Context: an optimization exercise on an open-source flow, tuned for small area and a short achievable clock period. The choices shown serve that exercise and are no tape-out recipe. In this exercise RTL edits were held to simulation tests only and were not proved equivalent to the original. Power figures rest on the tool's default switching activity, not on a simulated workload.

Design linx_uart_tx_fifo, start of the top module:
module linx_uart_tx_fifo
#(
  parameter int DEPTH = linx_uart_pkg::LINX_UART_FIFO_DEPTH,
  parameter int OVF_W = 16,
  localparam int AW = $clog2(DEPTH)
) (
  input  logic                   clk,
  input  logic                   rst,
  input  logic                   flush,
  input  logic                   in_valid,
  input  logic [linx_uart_pkg::UART_BYTE_W-1:0] in_byte,
  input  logic                   pop,
  output logic                   out_valid,
  output logic [linx_uart_pkg::UART_BYTE_W-1:0] out_byte,
  output logic [AW:0]            count,
  output logic                   empty,
  output logic                   full,
  output logic                   overflow,
  output logic [OVF_W-1:0]       overflow_cnt,
  output logic [31:0]            byte_total
);
  localparam int BW = linx_uart_pkg::UART_BYTE_W;
  logic [DEPTH/16-1:0]    r_wrow;
  logic [15:0]            r_wcol;
  logic [AW-5:0]          r_rrow;
  logic [15:0]            r_rcol;
  logic [AW:0]            r_count;
  logic                   r_empty, r_one, r_two;
  logic                   r_overflow;
  logic [OVF_W-1:0]       r_ovf_cnt;
  logic [31:0]            r_byte_total;
  logic [BW-1:0]          r_head;
  logic                   r_stg_vld;
  logic [BW-1:0]          r_stg_byte;
  logic                   w_pop, w_push, w_drop;
  logic [BW-1:0]          w_ram, w_next;
  logic [AW:0]            w_count;
  assign w_pop  = pop & ~r_empty;
  assign w_push = in_valid & (~r_count[AW] | pop);
  assign w_drop = in_valid & r_count[AW] & ~pop;
  linx_byte_ram #(.DEPTH(DEPTH), .NC(16)) u_ram (
    .clk     (clk),
    .i_we    (r_stg_vld),
    .i_wrow  (r_wrow),
    .i_wcol  (r_wcol),
    .i_wdata (r_stg_byte),
    .i_rrow  (r_rrow),
    .i_rcol  (r_rcol),
    .o_rdata (w_ram)
  );
  assign w_next  = (r_stg_vld & r_two) ? r_stg_byte : w_ram;
  always_comb begin
    case ({w_push, w_pop})
      2'b10:   w_count = r_count + 1'b1;
  ...
For scale: roughly 4700 cells after synthesis, ~2200 flip-flops, ~82 I/O pins, ~0.080 mm² of cells after synthesis.
clock: 5.5 ns
lec_check: 0
cap_margin: 20
core_margin: 2
core_utilization: 40
cts_cluster_diameter: 120
cts_cluster_size: 24
place_density: 0.68
setup_slack_margin: 3.2
slew_margin: 20
tns_end_percent: 10
run.sh (not shown) runs the stock make flow with config.mk's settings and CLKGATE_MAP_FILE= SYNTH_SCRIPT=/design/flow/synth_recipe.tcl, a recipe that flattens the netlist after the stock synthesis.
Change:
--- a/flow/config.mk
+++ b/flow/config.mk
@@ -12,4 +12,3 @@
 export CTS_CLUSTER_SIZE = 24
-export PLACE_DENSITY = 0.68
-export SETUP_SLACK_MARGIN = 3.2
+export SETUP_SLACK_MARGIN = 3.3
 export SLEW_MARGIN = 20
Result: This time the run reached the layout checks and failed them: antenna rules. Routed wire length climbs by 6.6%. Worst setup slack loses 0.016 ns. Via count drops by 0.32%. Global-route usage climbs by 1.1 points. Worst hold slack gains 0.020 ns. Count of clock-buffer cells in the layout climbs by 2. Core utilization climbs by 0.89 points. Cell count climbs by 0.71%.
Change:
--- a/flow/config.mk
+++ b/flow/config.mk
@@ -12,4 +12,3 @@
 export CTS_CLUSTER_SIZE = 24
-export SETUP_SLACK_MARGIN = 3.3
+export SETUP_SLACK_MARGIN = 3
 export SLEW_MARGIN = 20
-export TNS_END_PERCENT = 10
What happened:
- Now the flow went through all stages and came out clean
- total power went down by about 0.34%
- die area does not change
- cell area came out lower by 3.8%
- clock skew stays flat
- worst setup slack is worse by 0.11 ns
- core utilization came out lower by 1.8 points
- global-route usage goes down by 0.78 points
- final cell count is lower by 1.7%
- via count drops by 3.2%
- routed wire length went down by 6.1%
- non-clock buffer count falls by 117
Change:
--- a/flow/config.mk
+++ b/flow/config.mk
@@ -7,3 +7,3 @@
 export LEC_CHECK = 0
-export CAP_MARGIN = 20
+export CAP_MARGIN = 50
 export CORE_MARGIN = 2
@@ -13,2 +13,3 @@
 export SETUP_SLACK_MARGIN = 3
-export SLEW_MARGIN = 20
+export SLEW_MARGIN = 70
+export TNS_END_PERCENT = 10
Final area rises by 2.6%.
Non-clock buffer count rises by 72.
Via count falls by 0.47%.
Sequential cell count is unchanged.
Utilization rises by 1.2 points.
Setup slack gets better by 0.012 ns.
Power barely changes.
Sequential power is about the same.
Change:
--- a/flow/config.mk
+++ b/flow/config.mk
@@ -7,3 +7,3 @@
 export LEC_CHECK = 0
-export CAP_MARGIN = 50
+export CAP_MARGIN = 20
 export CORE_MARGIN = 2
@@ -12,4 +12,5 @@
 export CTS_CLUSTER_SIZE = 24
-export SETUP_SLACK_MARGIN = 3
-export SLEW_MARGIN = 70
+export PLACE_DENSITY = 0.64
+export SETUP_SLACK_MARGIN = 3.2
+export SLEW_MARGIN = 20
 export TNS_END_PERCENT = 10
Effect: Via count increases by a few percent; total power is about the same; cell area went down slightly; register-to-register slack gets better by 0.07 ns; routed wire length increases by a few percent; setup slack gets better by 0.066 ns; non-clock buffer count went down by 32; critical path depth climbs by 1; flip-flop and latch count does not change; clock-buffer cell count came out lower by 3.

==> re-timing with driven ports <==
No port has a modelled driver above. Below, the same layouts with a new extraction and two added sets of constraints. Step 1 (the two cells are an assumption about what drives the block):
set clk [get_ports {clk}]
set_driving_cell -lib_cell sky130_fd_sc_hd__clkbuf_16 $clk
set_driving_cell -lib_cell sky130_fd_sc_hd__buf_2 [delete_from_list [all_inputs] $clk]
Step 2 also shifts input and output timing later by t, the mid clock arrival at the registers, as if the neighbouring blocks saw the same clock. Slacks: ideal / step 1 / step 2; pairs: ideal / step 1.
run | shift t [ns] | slack for setup (ns) | worst setup path after step 2 | latest minus earliest clock arrival (ns)
the first run | 0.835 | 3.050 / 2.963 / 2.350 | input to register | 0.114 / 0.114
the second run | 0.861 | 3.034 / 2.948 / 2.428 | input to register | 0.062 / 0.061
the third run | 0.877 | 2.923 / 2.919 / 2.210 | input to register | 0.058 / 0.057
the fourth run | 0.856 | 2.935 / 2.893 / 2.292 | input to register | 0.066 / 0.066
the fifth run | 0.861 | 3.001 / 2.954 / 2.328 | input to register | 0.087 / 0.087
For the third run, which loses most, drivers alone change the setup slack by -0.004 ns; drivers and shift together by -0.713 ns.
